Source: an optimization exercise on an open RTL-to-GDS flow (aim: a short achievable clock period and few clock cycles). Production flows keep margins and buffers that such runs may drop. In this exercise RTL edits were held to simulation tests only and were not proved equivalent to the original. Power figures rest on the tool's default switching activity, not on a simulated workload.

==> flow/design.v, too long to show whole: its modules and the start of the top module <==
// module mini_alu_core: 745 lines
module mini_alu_core #(
    parameter int DATA_W  = 16,
    parameter int ADDR_W  = 8,
    parameter int DEPTH   = 254,
    parameter int IP_W    = 16,
    parameter int LED_W   = 8,
    localparam int INSTR_W = 4 + 3 * ADDR_W
) (
    input  logic               Clock,
    input  logic               Reset,
    input  logic               iRun,
    output logic [IP_W-1:0]    oIP,
    input  logic [INSTR_W-1:0] iInstruction,
    output logic [LED_W-1:0]   oLed,
    output logic               oBusy
);
  // ...
==> flow/flow/run.sh <==
#!/bin/bash
set -euo pipefail
bash standard.sh SETUP_SLACK_MARGIN=6.8 finish > standard_flow.log 2>&1
==> flow/standard.sh <==
#!/bin/bash
# synth_recipe.tcl (not shown) runs the flow's synth.tcl, then flattens the netlist and writes it again
# the make line also repeats each setting of config.mk as NAME=value (left out here)
make -C /OpenROAD-flow-scripts/flow DESIGN_CONFIG=/design/flow/config.mk WORK_HOME=/design/flow/orfs CLKGATE_MAP_FILE= SYNTH_SCRIPT=/design/flow/synth_recipe.tcl "${@:-finish}"
==> flow/config.mk <==
export PLATFORM = sky130hd
export DESIGN_NAME = mini_alu_core
export DESIGN_NICKNAME = mini_alu_core
export VERILOG_FILES = /design/flow/design.v
export SDC_FILE = /design/flow/constraint.sdc
export NUM_CORES = 4
export LEC_CHECK = 0
export CAP_MARGIN = 30
export CORE_MARGIN = 2
export CORE_UTILIZATION = 55
export CTS_CLUSTER_DIAMETER = 60
export CTS_CLUSTER_SIZE = 20
export SLEW_MARGIN = 40
export TNS_END_PERCENT = 100
==> flow/constraint.sdc <==
create_clock -name core_clock -period 10.0 [get_ports {Clock}]
set_input_delay 2.0000 -clock core_clock [delete_from_list [all_inputs] [get_ports {Clock}]]
set_output_delay 2.0000 -clock core_clock [all_outputs]
set_load 0.01 [all_outputs]
==> impl_metrics.csv, run 1 <==
group,metric,value,unit
power,power_leakage,82.94,nW
clock_tree,clk_pin_slew_worst_paths,0.08,ns
logic_synthesis,synth-main-ff-cell,"edfxtp_1",
logic_synthesis,synth_area,210700,um^2
status,status,"complete, no violations",
grt,use_met1,0.5268,
critical_path,r2r_slack,6.01,ns
sta,relSlewSlack,0.3174,
logic_synthesis,synth_xor_area_frac,0.004822,
final_layout,multi_input_area_share,0.3186,
logic_synthesis,async_reset_ff_frac,0.01496,
clock_tree,cts_htree_levels,5,
power,combPwrFrac,0.223,
min_path,hp-class,"flip-flop to flip-flop",
drt,wl_met3,105800,um
drt,top_layer,"met5",
logic_synthesis,yosys_warnings,1,
final_layout,fin_nets,12529,
final_layout,final-nonclk-buf-share,0.08006,
power,power,49.84,mW
floorplan,nWellTaps,5038,
final_layout,layout_common_cells,"edfxtp_1 (4281), mux4_2 (2105), mux2i_1 (729)",
final_layout,final_core_util,0.6578,
logic_synthesis,synthAdderAreaFrac,0.01418,
power,power.internal,34.31,mW
sta,max_clock_freq,250.6,MHz
sta,worstMarginPinSlew,1.018,ns
sta,final_hold_viol_count,0,
power,power_frac_seq,0.451,
final_layout,seq_cell_count,4346,
critical_path,path_depth,9,
clock_tree,cts.sink_count,4346,
final_layout,multi_input_comb_area,80010,um^2
final_layout,mostFrequentLayoutCell,"edfxtp_1",
final_layout,register_area,130200,um^2
drt,viasPerCell,7.605,
clock_tree,clockBufferDepth,4,
critical_path,r2r_start,"ir_q[2]$_DFFE_PP_",
clock_tree,cts_inserted_buffers,390,
Testbench counts, summed over its fixed seeds: cycles 27,199.
==> run 2: changes to the inputs <==
--- a/flow/design.v
+++ b/flow/design.v
@@ -267,17 +267,21 @@
     assign rdA = ({DATA_W{useTreeA}} & treeA) | altA;
     assign rdB = ({DATA_W{useTreeB}} & treeB) | altB;
     logic [DATA_W-1:0]     ma, mb, eRes;
     logic                  eLe, eMiss;
     logic [MUL_BITS-1:0]   mul_d;
     assign ma    = eFwdA_q ? wRes_q : eOpA_q;
     assign mb    = eFwdB_q ? wRes_q : eOpB_q;
     assign eRes  = eSub_q ? (ma - mb) : (ma + mb);
-    assign eLe   = $signed(ma) <= $signed(mb);
+    logic                  leRR, leWR, leRW;
+    assign leRR  = $signed(eOpA_q) <= $signed(eOpB_q);
+    assign leWR  = $signed(wRes_q) <= $signed(eOpB_q);
+    assign leRW  = $signed(eOpA_q) <= $signed(wRes_q);
+    assign eLe   = eFwdA_q ? (eFwdB_q || leWR) : (eFwdB_q ? leRW : leRR);
     assign eMiss = eBle_q && !kill_q && (eLe != ePred_q);
     logic [2*DATA_W-1:0]   mul_prod;
     wire bo0 = eOpB_q[0] ^ 1'b0;
     wire bt0 = (eOpB_q[1] & ~eOpB_q[0] & ~1'b0) | (~eOpB_q[1] & eOpB_q[0] & 1'b0);
     wire bn0 = eOpB_q[1];
     wire pp0_0 = ((bo0 & eOpA_q[0]) | (bt0 & 1'b0)) ^ bn0;
     wire pp0_1 = ((bo0 & eOpA_q[1]) | (bt0 & eOpA_q[0])) ^ bn0;
     wire pp0_2 = ((bo0 & eOpA_q[2]) | (bt0 & eOpA_q[1])) ^ bn0;
==> flow/flow/run.sh (replaced) <==
#!/bin/bash
set -euo pipefail
bash standard.sh SETUP_SLACK_MARGIN=6.5 finish > standard_flow.log 2>&1
==> run 2 against run 1 <==
  * Register-to-register slack better by 0.14 ns
  * First-iteration DRC count rose by 3.7%
  * Area after synthesis up 0.33%
  * Sequential share of layout area shrank 0.24 points
  * Count of clock-buffer cells in the layout fell by 16
  * Routed wire length shrank 1.7%
  * Clock power about the same
  * Worst hold slack better by 0.00069 ns
  * Design area up 0.48%
  * Power is 4.6% higher
  * Clock skew is 0.0018 ns lower
  * Critical path type unchanged
  * Critical endpoint is now eOpB_q[10]$_DFFE_PP_
  * Highest routed layer unchanged
==> impl_metrics.csv, run 2 <==
group,metric,value,unit
critical_path,cp-start-kind,"flip-flop",
sta,setup_viol,0,
critical_path,end_kind,"flip-flop",
clock_tree,cts_htree_levels,5,
grt,grt_pass1_wl,1069000,um
drt,drt_wl_total,796800,um
critical_path,cp_max_fo,8,
clock_tree,clkLatencyLatePin,1.01,ns
logic_synthesis,synth_edf_count,4281,
logic_synthesis,yosysSeqAreaShare,0.6158,
critical_path,cp.buffers_inverters,4,
sta,relSlewSlack,0.2954,
power,switchingPower,16.76,mW
grt,overflow,0,
critical_path,cpLargestDelayFamily,"compound AO/OA/AOI/OAI gates",
clock_tree,clockRootBuffer,"clkbuf_16",
logic_synthesis,synth_area_leaders,"edfxtp_1 (61%), mux4_2 (23%), mux2i_1 (2.9%)",
logic_synthesis,synth.avg_cell_area,18.66,um^2
final_layout,largest_reg_flops,4064,
sta,skew,0.06357,ns
floorplan,coreArea,382600,um^2
grt,grt_usage,0.4025,
floorplan,die_x,624.0,um
logic_synthesis,synth.distinct_cells,85,
logic_synthesis,synth_top_cell_area_share,0.6081,
run,maxCapViolations,0,
power,pwr-share-clk,0.306,
sta,tns,0,ns
power,power,52.15,mW
floorplan,rows,227,
logic_synthesis,ys_seq_elements,4346,
logic_synthesis,synth-main-ff-cell,"edfxtp_1",
status,status,"complete, no violations",
logic_synthesis,synthTopCellsByCount,"edfxtp_1 (4281), mux4_2 (2182), mux2i_1 (602)",
drt,viasPerCell,7.624,
final_layout,register_area,130200,um^2
critical_path,arrival,4.58,ns
sta,final_hold_viol_count,0,
place,dp.cells,16031,
logic_synthesis,async_reset_ff_frac,0.01496,
final_layout,layout_common_cells,"edfxtp_1 (4281), mux4_2 (2183), buf_4 (717)",
logic_synthesis,synth_area,211400,um^2
logic_synthesis,yosysTopAreaCell,"edfxtp_1",
place,dpl_cell_area,219800,um^2
logic_synthesis,syn_nets,11562,
final_layout,fin_nets,12463,
grt,antenna_found_initial,59,
power,power.internal,35.38,mW
floorplan,die_area,389300,um^2
clock_tree,cts_inserted_buffers,381,
power,power.density_cell_area,206.7,nW/um^2
grt,first_global_vias,127974,
final_layout,reg_top3,"regs_q x4064, mul_q x78, ir_q x28",
logic_synthesis,yosysMostFrequentCell,"edfxtp_1",
place,pre_cts_ws,4.152,ns
min_path,hp-class,"flip-flop to flip-flop",
sta,worstMarginPinSlew,1.052,ns
drt,drt_first_pass_iters,9,
drt,drt_iter0_drc,23331,
drt,wire_per_inst,45.25,um
final_layout,mostFrequentLayoutCell,"edfxtp_1",
final_layout,drive_above_1_share,0.4111,
final_layout,largest_register,"regs_q",
sta,fin_crit,3.855,ns
critical_path,cp_slowest_stage_delay,0.53,ns
floorplan,initial_core_util,0.5525,
clock_tree,postCtsHoldBufs,0,
critical_path,critical_path_class,"flip-flop to flip-flop",
final_layout,nFillCells,25263,
critical_path,crit_chain,"buf_12 > buf_12 > buf_16 > buf_16 > mux4_2 > mux4_2 > nor2b_1 > a211oi_4 > a311oi_4 > a21oi_4 > a2bb2oi_4 > o21ai_2",
logic_synthesis,syn_inst,11326,
drt,drc,0,
power,power_frac_seq,0.441,
place,post-dp-hpwl,439300,um
critical_path,cpMaxStageDelayCell,"mux4_2",
sta,max_clock_freq,259.4,MHz
drt,ant_nets,0,
drt,via_count,134255,
sta,period_share,0.3855,
floorplan,ios,56,
floorplan,fp.dieH,624.0,um
clock_tree,cts.sink_count,4346,
critical_path,required,10.73,ns
place,gp_congestion,0.9165,
power,combPwrFrac,0.253,
logic_synthesis,yosys_warnings,1,
final_layout,fin_area,252300,um^2
final_layout,area_growth,19.36,%
sta,rsz0062_at_grt,"yes",
sta,setup_ws,6.145,ns
place,portBuffers,55,
sta,slew_violations,0,
clock_tree,clockBufferDepth,4,
power,power_leakage,83.03,nW
final_layout,multi_input_comb_area,80390,um^2
final_layout,final_cells,17609,
grt,grt_max_degree,176,
clock_tree,cts_tree,"done",
power,ir_worst_vdd,415.7,uV
clock_tree,clk_pin_slew_worst_paths,0.07,ns
power,switching_share,0.3215,
==> run 2: changes by cell type in the layout (fill, tap and decap cells not counted), sizes merged, moves of 47 or more <==
cell	change
o22ai	-64
mux2i	-155
nand2	+160
inv	-47
a211oi	-58
mux4	+103
nor2	-55
==> run 2: final timing paths <==
path                                    start                   end  slack (ns)  cells past startpoint
min                        eWen_q$_DFFE_PP0P_    eWen_q$_DFFE_PP0P_        0.49                      1
max reg2reg                 ir_q[4]$_DFFE_PP_  eOpB_q[10]$_DFFE_PP_        6.14                     12
min reg2reg                eWen_q$_DFFE_PP0P_    eWen_q$_DFFE_PP0P_        0.49                      1
max                         ir_q[4]$_DFFE_PP_  eOpB_q[10]$_DFFE_PP_        6.14                     12
min in group asynchronous               Reset  led_q[7]$_DFFE_PP0P_        1.55                      3
max in group asynchronous               Reset  led_q[2]$_DFFE_PP0P_        7.95                      3
==> run 2: power by group through the flow <==
stage,registers (mW),logic (mW),clock network (mW)
finish,23.0,13.2,16.0
global route,23.0,13.5,16.7
CTS,23.0,11.8,16.0
detailed placement,23.5,9.62,0
global placement,23.5,9.17,0
floorplan,25.0,4.09,0
==> run 2: cell type report <==
cell class / instances / share of cell area
tap: 5038 / 0.02498
clock inverter: 302 / 0.01415
clock buffer: 401 / 0.03855
antenna: 24 / 0.0002380
sequential: 4346 / 0.5160
multi-input combinational: 5929 / 0.3186
timing repair buffer: 1440 / 0.08506
timing repair inverter: 2 / 0.00006943
inverter: 127 / 0.002306
==> run 2: routing by layer <==
layer,GRT usage,part of all wire,vias to the layer above
li1,-,-,50041
met1,0.5596,0.36,71622
met2,0.5904,0.44,10672
met3,0.1231,0.14,1898
met4,0.1832,0.058,22
met5,0,0.00018,-
==> run 2: repair_timing <==
item,in CTS,in global routing
endpoints found under the setup margin,279,128
cloned,195,43
gates resized for setup,1154,365
buffers inserted,368,232
pin swaps,110,151
==> run 2: stage by stage <==
step           hold slack [ns]    util
6_report                0.4913  0.6595
5_1_grt                 0.5065  0.6593
4_1_cts                 0.4927  0.6462
3_5_place_dp            0.4765  0.5746
3_3_place_gp            0.4759  0.5715
2_1_floorplan           0.4222       -
==> run 2: cell families (layout without fill, tap and decap cells) <==
group | count (synthesis) | count (layout) | synth area share
buf+inv | 1058 | 2272 | 0.02615
compound gates | 1357 | 1357 | 0.04149
fa+ha+maj | 219 | 219 | 0.01582
xor+xnor | 125 | 125 | 0.005179
flops | 4346 | 4346 | 0.6158
mux | 2885 | 2885 | 0.2682
simple gates | 1336 | 1343 | 0.02737
other cells | 0 | 24 | 0
==> run 2: worst reg2reg max path, stage by stage, from the launching register on <==
cell and delay, ns:
edfxtp_1 0.37, buf_12 0.23, buf_12 0.17, buf_16 0.14
buf_16 0.15, mux4_2 0.53, mux4_2 0.53, nor2b_1 0.20
a211oi_4 0.32, a311oi_4 0.14, a21oi_4 0.36, a2bb2oi_4 0.34
o21ai_2 0.11
Testbench counts of run 2, summed over its fixed seeds: cycles 27,199.
==> run 3: changes to the inputs <==
--- a/flow/config.mk
+++ b/flow/config.mk
@@ -7,7 +7,7 @@
 export LEC_CHECK = 0
 export CAP_MARGIN = 30
 export CORE_MARGIN = 2
-export CORE_UTILIZATION = 55
+export CORE_UTILIZATION = 65
 export CTS_CLUSTER_DIAMETER = 60
 export CTS_CLUSTER_SIZE = 20
 export SLEW_MARGIN = 40
==> run 3 against run 2 <==
  * Still clean
  * Via count is 0.19% lower
  * Sequential power about the same
  * Worst setup slack lost 0.082 ns
  * Sequential share of layout area increased by 2.0 points
  * Power shrank 4.2%
  * Critical path type unchanged
  * Largest cell class unchanged
  * Largest power group unchanged
  * Highest routed layer unchanged
==> impl_metrics.csv, run 3 <==
group,metric,value,unit
status,status,"complete, no violations",
sta,relSlewSlack,0.3328,
floorplan,coreArea,324000,um^2
critical_path,cp-start-kind,"flip-flop",
critical_path,r2r_cells,10,
final_layout,drive_above_1_share,0.3790,
drt,drt_wl_total,762000,um
sta,slew_violations,0,
clock_tree,clockBufferDepth,4,
logic_synthesis,synth_top_cell_area_share,0.6081,
floorplan,initial_core_util,0.6524,
sta,rsz0062_at_grt,"yes",
sta,period_share,0.3938,
final_layout,fin_nets,12111,
final_layout,register_area,130200,um^2
logic_synthesis,synth_area_leaders,"edfxtp_1 (61%), mux4_2 (23%), mux2i_1 (2.9%)",
place,pre_cts_ws,4.749,ns
min_path,hold_path_end,"eDst_q[6]$_DFFE_PP_",
logic_synthesis,syn_inst,11326,
place,gp_congestion,1.026,
floorplan,fp.dieH,574.3,um
critical_path,cp_max_fo,49,
drt,via_count,133999,
final_layout,largest_reg_flops,4064,
sta,fin_crit,3.938,ns
clock_tree,cts.sink_count,4346,
place,post-dp-hpwl,414900,um
power,power_leakage,79.23,nW
power,power.density_cell_area,205.6,nW/um^2
critical_path,cp_slowest_stage_delay,0.59,ns
critical_path,arrival,4.67,ns
drt,ant_nets,0,
critical_path,cpLargestDelayFamily,"compound AO/OA/AOI/OAI gates",
critical_path,cp.buffers_inverters,3,
floorplan,ios,56,
critical_path,rr_endpoint,"eOpB_q[2]$_DFFE_PP_",
logic_synthesis,yosysMostFrequentCell,"edfxtp_1",
sta,tns,0,ns
final_layout,nFillCells,18091,
critical_path,required,10.73,ns
sta,setup_viol,0,
logic_synthesis,synth.distinct_cells,85,
logic_synthesis,synth-main-ff-cell,"edfxtp_1",
grt,grt_pass1_wl,1031000,um
critical_path,r2r_slack,6.06,ns
logic_synthesis,synth_edf_count,4281,
clock_tree,cts_inserted_buffers,327,
min_path,hold_start,"ir_q[22]$_DFFE_PP_",
grt,grt_max_degree,130,
logic_synthesis,yosysSeqAreaShare,0.6158,
logic_synthesis,async_reset_ff_frac,0.01496,
drt,drc,0,
final_layout,layout_common_cells,"edfxtp_1 (4281), mux4_2 (2184), buf_4 (621)",
final_layout,mostFrequentLayoutCell,"edfxtp_1",
logic_synthesis,yosysTopAreaCell,"edfxtp_1",
clock_tree,clkLatencyLatePin,1.01,ns
floorplan,die_x,574.3,um
run,maxCapViolations,0,
critical_path,cpMaxStageDelayCell,"mux4_2",
sta,max_clock_freq,254.0,MHz
final_layout,area_growth,14.89,%
critical_path,critical_path_class,"flip-flop to flip-flop",
drt,viasPerCell,8.130,
final_layout,largest_register,"regs_q",
min_path,hold_depth,0,
clock_tree,cts_tree,"done",
floorplan,die_area,329800,um^2
logic_synthesis,synth_area,211400,um^2
clock_tree,cts_htree_levels,5,
sta,worstMarginPinSlew,0.9904,ns
sta,final_hold_viol_count,0,
sta,skew,0.05623,ns
logic_synthesis,yosys_warnings,1,
clock_tree,clockRootBuffer,"clkbuf_16",
final_layout,final_core_util,0.7496,
final_layout,multi_input_comb_area,79220,um^2
min_path,hp-class,"flip-flop to flip-flop",
floorplan,rows,209,
sta,setup_ws,6.062,ns
drt,drt_iter0_drc,26282,
logic_synthesis,synth.avg_cell_area,18.66,um^2
logic_synthesis,synthTopCellsByCount,"edfxtp_1 (4281), mux4_2 (2182), mux2i_1 (602)",
critical_path,r2r_start,"ir_q[0]$_DFFE_PP_",
place,portBuffers,55,
power,ir_worst_vdd,344.5,uV
grt,grt_usage,0.4582,
final_layout,reg_top3,"regs_q x4064, mul_q x78, ir_q x28",
clock_tree,clk_pin_slew_worst_paths,0.08,ns
drt,drt_first_pass_iters,11,
grt,overflow,0,
clock_tree,postCtsHoldBufs,0,
logic_synthesis,ys_seq_elements,4346,
logic_synthesis,syn_nets,11562,
drt,wire_per_inst,46.23,um
critical_path,end_kind,"flip-flop",
grt,antenna_found_initial,72,
critical_path,crit_chain,"buf_6 > buf_12 > buf_16 > mux4_2 > mux2i_2 > o21ai_1 > a31oi_4 > o21ai_0 > nand2_1 > o211ai_1",
grt,first_global_vias,129147,
[run 3: power breakdown]
part           switching [mW]  total [mW]  internal, mW
Sequential              0.296        23.0          22.7
Combinational            8.48        12.8          4.33
Clock                    7.12        14.1          7.03
Total                    15.9        49.9          34.0
[run 3: worst max-delay path by stage]
stage                             start                    to  slack (ns)  cells after the start
floorplan           wRes_q[1]$_DFFE_PP_  wRes_q[13]$_DFFE_PP_        3.60                     15
finish                ir_q[0]$_DFFE_PP_   eOpB_q[2]$_DFFE_PP_        6.06                     10
global placement      ir_q[0]$_DFFE_PP_   eOpB_q[9]$_DFFE_PP_        4.55                     11
global route         ir_q[11]$_DFFE_PP_  eOpA_q[15]$_DFFE_PP_        6.15                     10
CTS                   ir_q[2]$_DFFE_PP_   eOpB_q[4]$_DFFE_PP_        6.24                      9
detailed placement    ir_q[4]$_DFFE_PP_  eOpB_q[15]$_DFFE_PP_        4.75                      9
[run 3: what timing repair did]
item                                    4_1_cts  5_1_grt
resized for setup                           763      292
setup buffers                               230      137
pin swaps                                    80       97
endpoints found under the setup margin      201      218
cloned                                      155       37
[run 3: cell type report]
type,instances,share of cell area
flip-flops and latches,4346,0.5361
inverters,127,0.002370
clock inverters,214,0.01064
diodes,46,0.0004740
multi-input cells,5929,0.3262
repair inverters,2,0.00006697
repair buffers,1142,0.06681
clock buffers,352,0.03508
well taps,4325,0.02228
[run 3: per-layer routing]
metal | routed length, um | global-route usage | vias to the layer above
li1 | - | - | 49210
met1 | 240000 | 0.5935 | 69209
met2 | 335500 | 0.6591 | 12896
met3 | 122900 | 0.1684 | 2642
met4 | 62980 | 0.3021 | 42
met5 | 609 | 0.002582 | -
[run 3: cells by family after synthesis]
kind of cell | after synthesis | synth area share
flops | 4346 | 0.6158
mux | 2885 | 0.2682
compound gates | 1357 | 0.04149
simple gates | 1336 | 0.02737
buf+inv | 1058 | 0.02615
fa+ha+maj | 219 | 0.01582
xor+xnor | 125 | 0.005179
[run 3: stage by stage]
step / hold WS [ns] / cell area (um^2) / instances / total power, mW
after detailed placement: 0.4722 / 218400 / 15308 / 32.89
after global placement: 0.4763 / 217700 / 15291 / 32.44
after global routing: 0.5121 / 242800 / 16443 / 50.86
after floorplan: 0.4222 / 211500 / 11326 / 29.05
final: 0.4887 / 242900 / 16483 / 49.94
after CTS: 0.4944 / 239200 / 16259 / 48.47

-- static timing again, ports no longer ideal --
Ports are ideal in the flow. The routed layouts listed here were re-timed in OpenROAD.
Step 1, drivers: a clkbuf_16 drives Clock and a buf_2 each remaining input, both assumed.
Step 2 moves the port delays by t, midway between the first and last clock arrival at a register: inputs arrive t later, outputs are due t later. That takes back most of the time a late clock gives input paths.
Slacks: no drivers / after step 1 / after step 2; pairs: no drivers / after step 1.
run | t (ns) | setup WS [ns] | clock arrival spread, ns | slew at the worst register clock pin (ns)
run 1 | 1.147 | 6.009 / 6.009 / 5.683 | 0.067 / 0.067 | 0.09 / 0.09
run 2 | 1.091 | 6.145 / 6.145 / 5.707 | 0.072 / 0.071 | 0.09 / 0.09
run 3 | 1.095 | 6.062 / 6.062 / 5.692 | 0.069 / 0.068 | 0.09 / 0.09
After both steps setup and hold are still met in every run listed. For run 2, which loses most, drivers alone change the setup slack by 0.000 ns; drivers and shift together by -0.438 ns.
